From an optimization exercise on the open Yosys and OpenROAD flow, aimed at small area, a short achievable clock period and few clock cycles per item; shortcuts taken in it are not production practice. RTL that was checked went through simulation tests only; none was proved equivalent to the original.

== main ==
Design pipelined_floating_point_multiplier, start of the top module:
module pipelined_floating_point_multiplier #(
  parameter int unsigned EXPONENT_WIDTH   = 8,
  parameter int unsigned MANTISSA_WIDTH   = 23,
  parameter int unsigned ROUND_TO_NEAREST = 1
) (
  input  logic        clk,
  input  logic        rst,
  input  logic        in_valid,
  output logic        in_ready,
  input  logic [31:0] a,
  input  logic [31:0] b,
  output logic        out_valid,
  input  logic        out_ready,
  output logic [31:0] out,
  output logic        underflow_flag,
  output logic        overflow_flag,
  output logic        invalid_operation_flag
);
clock: 9.0 ns
lec_check: 0
cap_margin: 20
core_margin: 2
core_utilization: 40
setup_slack_margin: 4.95
slew_margin: 20
synth_hierarchical: 1
standard.sh (not shown) runs the stock make flow with config.mk's settings and CLKGATE_MAP_FILE= SYNTH_SCRIPT=/design/flow/synth_recipe.tcl, a recipe that flattens the netlist after the stock synthesis.
==> flow/flow/run.sh <==
#!/bin/bash
# Standard layout, with the port buffers as buf_1 cells instead of the
# default choice. Each tool's output goes to a log file in this folder.
set -e

export BUFFER_PORTS_ARGS="-buffer_cell sky130_fd_sc_hd__buf_1"
bash standard.sh > standard.log 2>&1
Testbench counts of main, summed over its fixed seeds: cycles 12,024, items 12,000.
#### Input delta (the feature branch over main)
--- a/flow/design.v
+++ b/flow/design.v
@@ -55,25 +55,25 @@
       r0_s    <= a_s ^ b_s;
       r0_a_e1 <= a_e1;
       r0_a_ez <= a_ez;
       r0_b_e1 <= b_e1;
       r0_b_ez <= b_ez;
       r0_es   <= {1'b0, a_e} + {1'b0, b_e};
       r0_ma   <= a_m;
       r0_bone <= c_bone;
       r0_btwo <= c_btwo;
       r0_bneg <= c_bneg;
     end
   end
-  logic [47:15] ps, pc;
+  logic [47:16] ps, pc;
   logic         pcin;
   fpm_sigmul u_mul (.x(r0_ma), .bone(r0_bone), .btwo(r0_btwo), .bneg(r0_bneg),
                     .s(ps), .c(pc), .cin(pcin));
   logic [22:0] ym;
   always_comb begin
     for (int k = 0; k < 12; k++) begin
       if (2*k+1 <= 22) ym[2*k+1] = r0_bneg[k];
       ym[2*k] = r0_bone[k] ^ ((k == 0) ? 1'b0 : r0_bneg[(k == 0) ? 0 : k-1]);
     end
   end
   logic [23:0] za, zb;
   logic        z22, z23;
@@ -106,49 +106,49 @@
       c_inv = (a_nan && !r0_ma[22]) || (b_nan && !ym[22]);
     end else if ((a_inf && r0_b_ez) || (r0_a_ez && b_inf)) begin
       c_nan = 1'b1;
       c_inv = 1'b1;
     end else if (a_inf || b_inf) begin
       c_inf = 1'b1;
     end else if (r0_a_ez || r0_b_ez) begin
       c_zero = 1'b1;
     end
   end
   logic        r1_s, r1_nan, r1_inf, r1_zero, r1_inv;
   logic [8:0]  r1_es;
-  logic [47:15] r1_ps, r1_pc;
+  logic [47:16] r1_ps, r1_pc;
   logic         r1_cin;
   logic        r1_st0, r1_st1;
   logic        r1_v;
   always_ff @(posedge clk or posedge rst) begin
     if (rst)     r1_v <= 1'b0;
     else if (en) r1_v <= r0_v;
   end
   always_ff @(posedge clk) begin
     if (en) begin
       r1_s    <= r0_s;
       r1_nan  <= c_nan;
       r1_inf  <= c_inf;
       r1_zero <= c_zero;
       r1_inv  <= c_inv;
       r1_es   <= r0_es;
       r1_ps   <= ps;
       r1_pc   <= pc;
       r1_cin  <= pcin;
       r1_st0  <= !z22;              
       r1_st1  <= !z23;              
     end
   end
-  logic [47:15] r1_p;
-  assign r1_p = r1_ps + r1_pc + 33'(r1_cin);
+  logic [47:16] r1_p;
+  assign r1_p = r1_ps + r1_pc + 32'(r1_cin);
   logic        hi;
   logic        rnd_h, rnd_l, d1, ci1, q23, cy_h, cy_l;
   logic [23:0] ones;
   logic [46:24] q;
   logic [22:0] man_r;
   logic        cy;
   logic        uf, of;
   logic [7:0]  e_p1, e_p2, e_out;
   logic [7:0]  e_0;
   logic        uf0, uf1, of0, of1, m0, m1;
   always_comb begin
     e_0 = r1_es[7:0] + 8'd129;       
@@ -220,25 +220,25 @@
   assign out_valid = r2_v;
 endmodule
 module fpm_rdy (
   input  logic v,
   input  logic ordy,
   output logic rdy
 );
   assign rdy = !(v && !ordy);
 endmodule
 module fpm_sigmul (
   input  logic [22:0] x,
   input  logic [11:0] bone, btwo, bneg,
-  output logic [47:15] s, c,
+  output logic [47:16] s, c,
   output logic cin
 );
   logic [23:0] xx;
   assign xx = {1'b1, x};
   logic [24:0] pp0;
   logic [24:0] pp1;
   logic [24:0] pp2;
   logic [24:0] pp3;
   logic [24:0] pp4;
   logic [24:0] pp5;
   logic [24:0] pp6;
   logic [24:0] pp7;
@@ -844,31 +844,31 @@
   fpm_fa u_s581 (.a(c406), .b(s491), .ci(c490), .s(s581), .co(c582));
   wire s583, c584;
   fpm_fa u_s583 (.a(c408), .b(s493), .ci(c492), .s(s583), .co(c584));
   wire s585, c586;
   fpm_fa u_s585 (.a(c412), .b(s495), .ci(c494), .s(s585), .co(c586));
   wire s587, c588;
   fpm_fa u_s587 (.a(pp11[23]), .b(s497), .ci(c496), .s(s587), .co(c588));
   wire s589, c590;
   fpm_fa u_s589 (.a(s499), .b(pp11[24]), .ci(c498), .s(s589), .co(c590));
   wire s591, c592;
   fpm_fa u_s591 (.a(1'b1), .b(c500), .ci(~bneg[11]), .s(s591), .co(c592));
   logic [47:0] r0, r1;
-  logic [15:0] lsum;
+  logic [16:0] lsum;
   assign r0 = {c590, c588, c586, c584, c582, c580, c578, c576, c574, c572, c570, c568, c566, c564, c562, c560, c558, c556, c554, c552, c550, c548, c546, c544, c542, c540, c538, c536, c534, c532, c530, c528, c526, c524, c522, c520, c518, c516, c514, c512, c510, c508, c506, c504, c502, s501, pp0[1], bneg[0]};
   assign r1 = {s591, s589, s587, s585, s583, s581, s579, s577, s575, s573, s571, s569, s567, s565, s563, s561, s559, s557, s555, s553, s551, s549, s547, s545, s543, s541, s539, s537, s535, s533, s531, s529, s527, s525, s523, s521, s519, s517, s515, s513, s511, s509, s507, s505, s503, pp1[0], 1'b0, pp0[0]};
-  assign lsum = {1'b0, r0[14:0]} + {1'b0, r1[14:0]};
-  assign cin = lsum[15];
-  assign s = r0[47:15];
-  assign c = r1[47:15];
+  assign lsum = {1'b0, r0[15:0]} + {1'b0, r1[15:0]};
+  assign cin = lsum[16];
+  assign s = r0[47:16];
+  assign c = r1[47:16];
 endmodule
 module fpm_fa (
   input  logic a, b, ci,
   output logic s, co
 );
   assign s  = a ^ b ^ ci;
   assign co = (a & b) | (a & ci) | (b & ci);
 endmodule
 module fpm_ha (
   input  logic a, b,
   output logic s, c
 );
==> results.txt <==
- Side by side, number of nets in the layout turned out higher in the feature branch than in main.
- Of the feature branch and main, it is the feature branch that has the lower area occupied by registers.
- In the feature branch the count of placed standard cells including taps turned out about 0.4% higher than in main.
- Via count: the feature branch worse than main
- Compare the feature branch and main | count of inverters other than clock inverters in the layout higher: the feature branch
- The feature branch and main ended up with nearly the same via count of the first global-routing pass.
- Comparing number of unique standard cell types used by synthesis for the feature branch and main, the smaller number came from the feature branch.
- | area of the die | the feature branch vs main | ≈ equal |
- Across both runs, non-clock buffer instance count of the final layout was higher for the feature branch than for main.
No functional check of the RTL was part of the feature branch.

-- what the ideal ports hide --
The results above use ideal ports. As a check the final layouts listed here were re-extracted and re-timed, cells and wires unchanged. Step 1 (the two cells are an assumption about what drives the block):
set clk [get_ports {clk}]
set_driving_cell -lib_cell sky130_fd_sc_hd__clkbuf_16 $clk
set_driving_cell -lib_cell sky130_fd_sc_hd__buf_2 [delete_from_list [all_inputs] $clk]
Step 2, shift: input delay + t, output delay - t, t = (earliest + latest rising clock arrival at the registers) / 2. This alone moves slack from input paths to output paths. a / b / c = ideal ports / drivers / drivers and shift; a / b = the first two.
run | shift t [ns] | slack for setup (ns) | worst setup path at the end
main | 0.549 | 5.053 / 5.034 / 5.034 | input to output
the feature branch | 0.555 | 5.039 / 5.039 / 5.039 | register to register
After both steps every run listed still meets setup and hold. For main, which loses most, drivers alone change the setup slack by -0.019 ns; drivers and shift together by -0.019 ns.
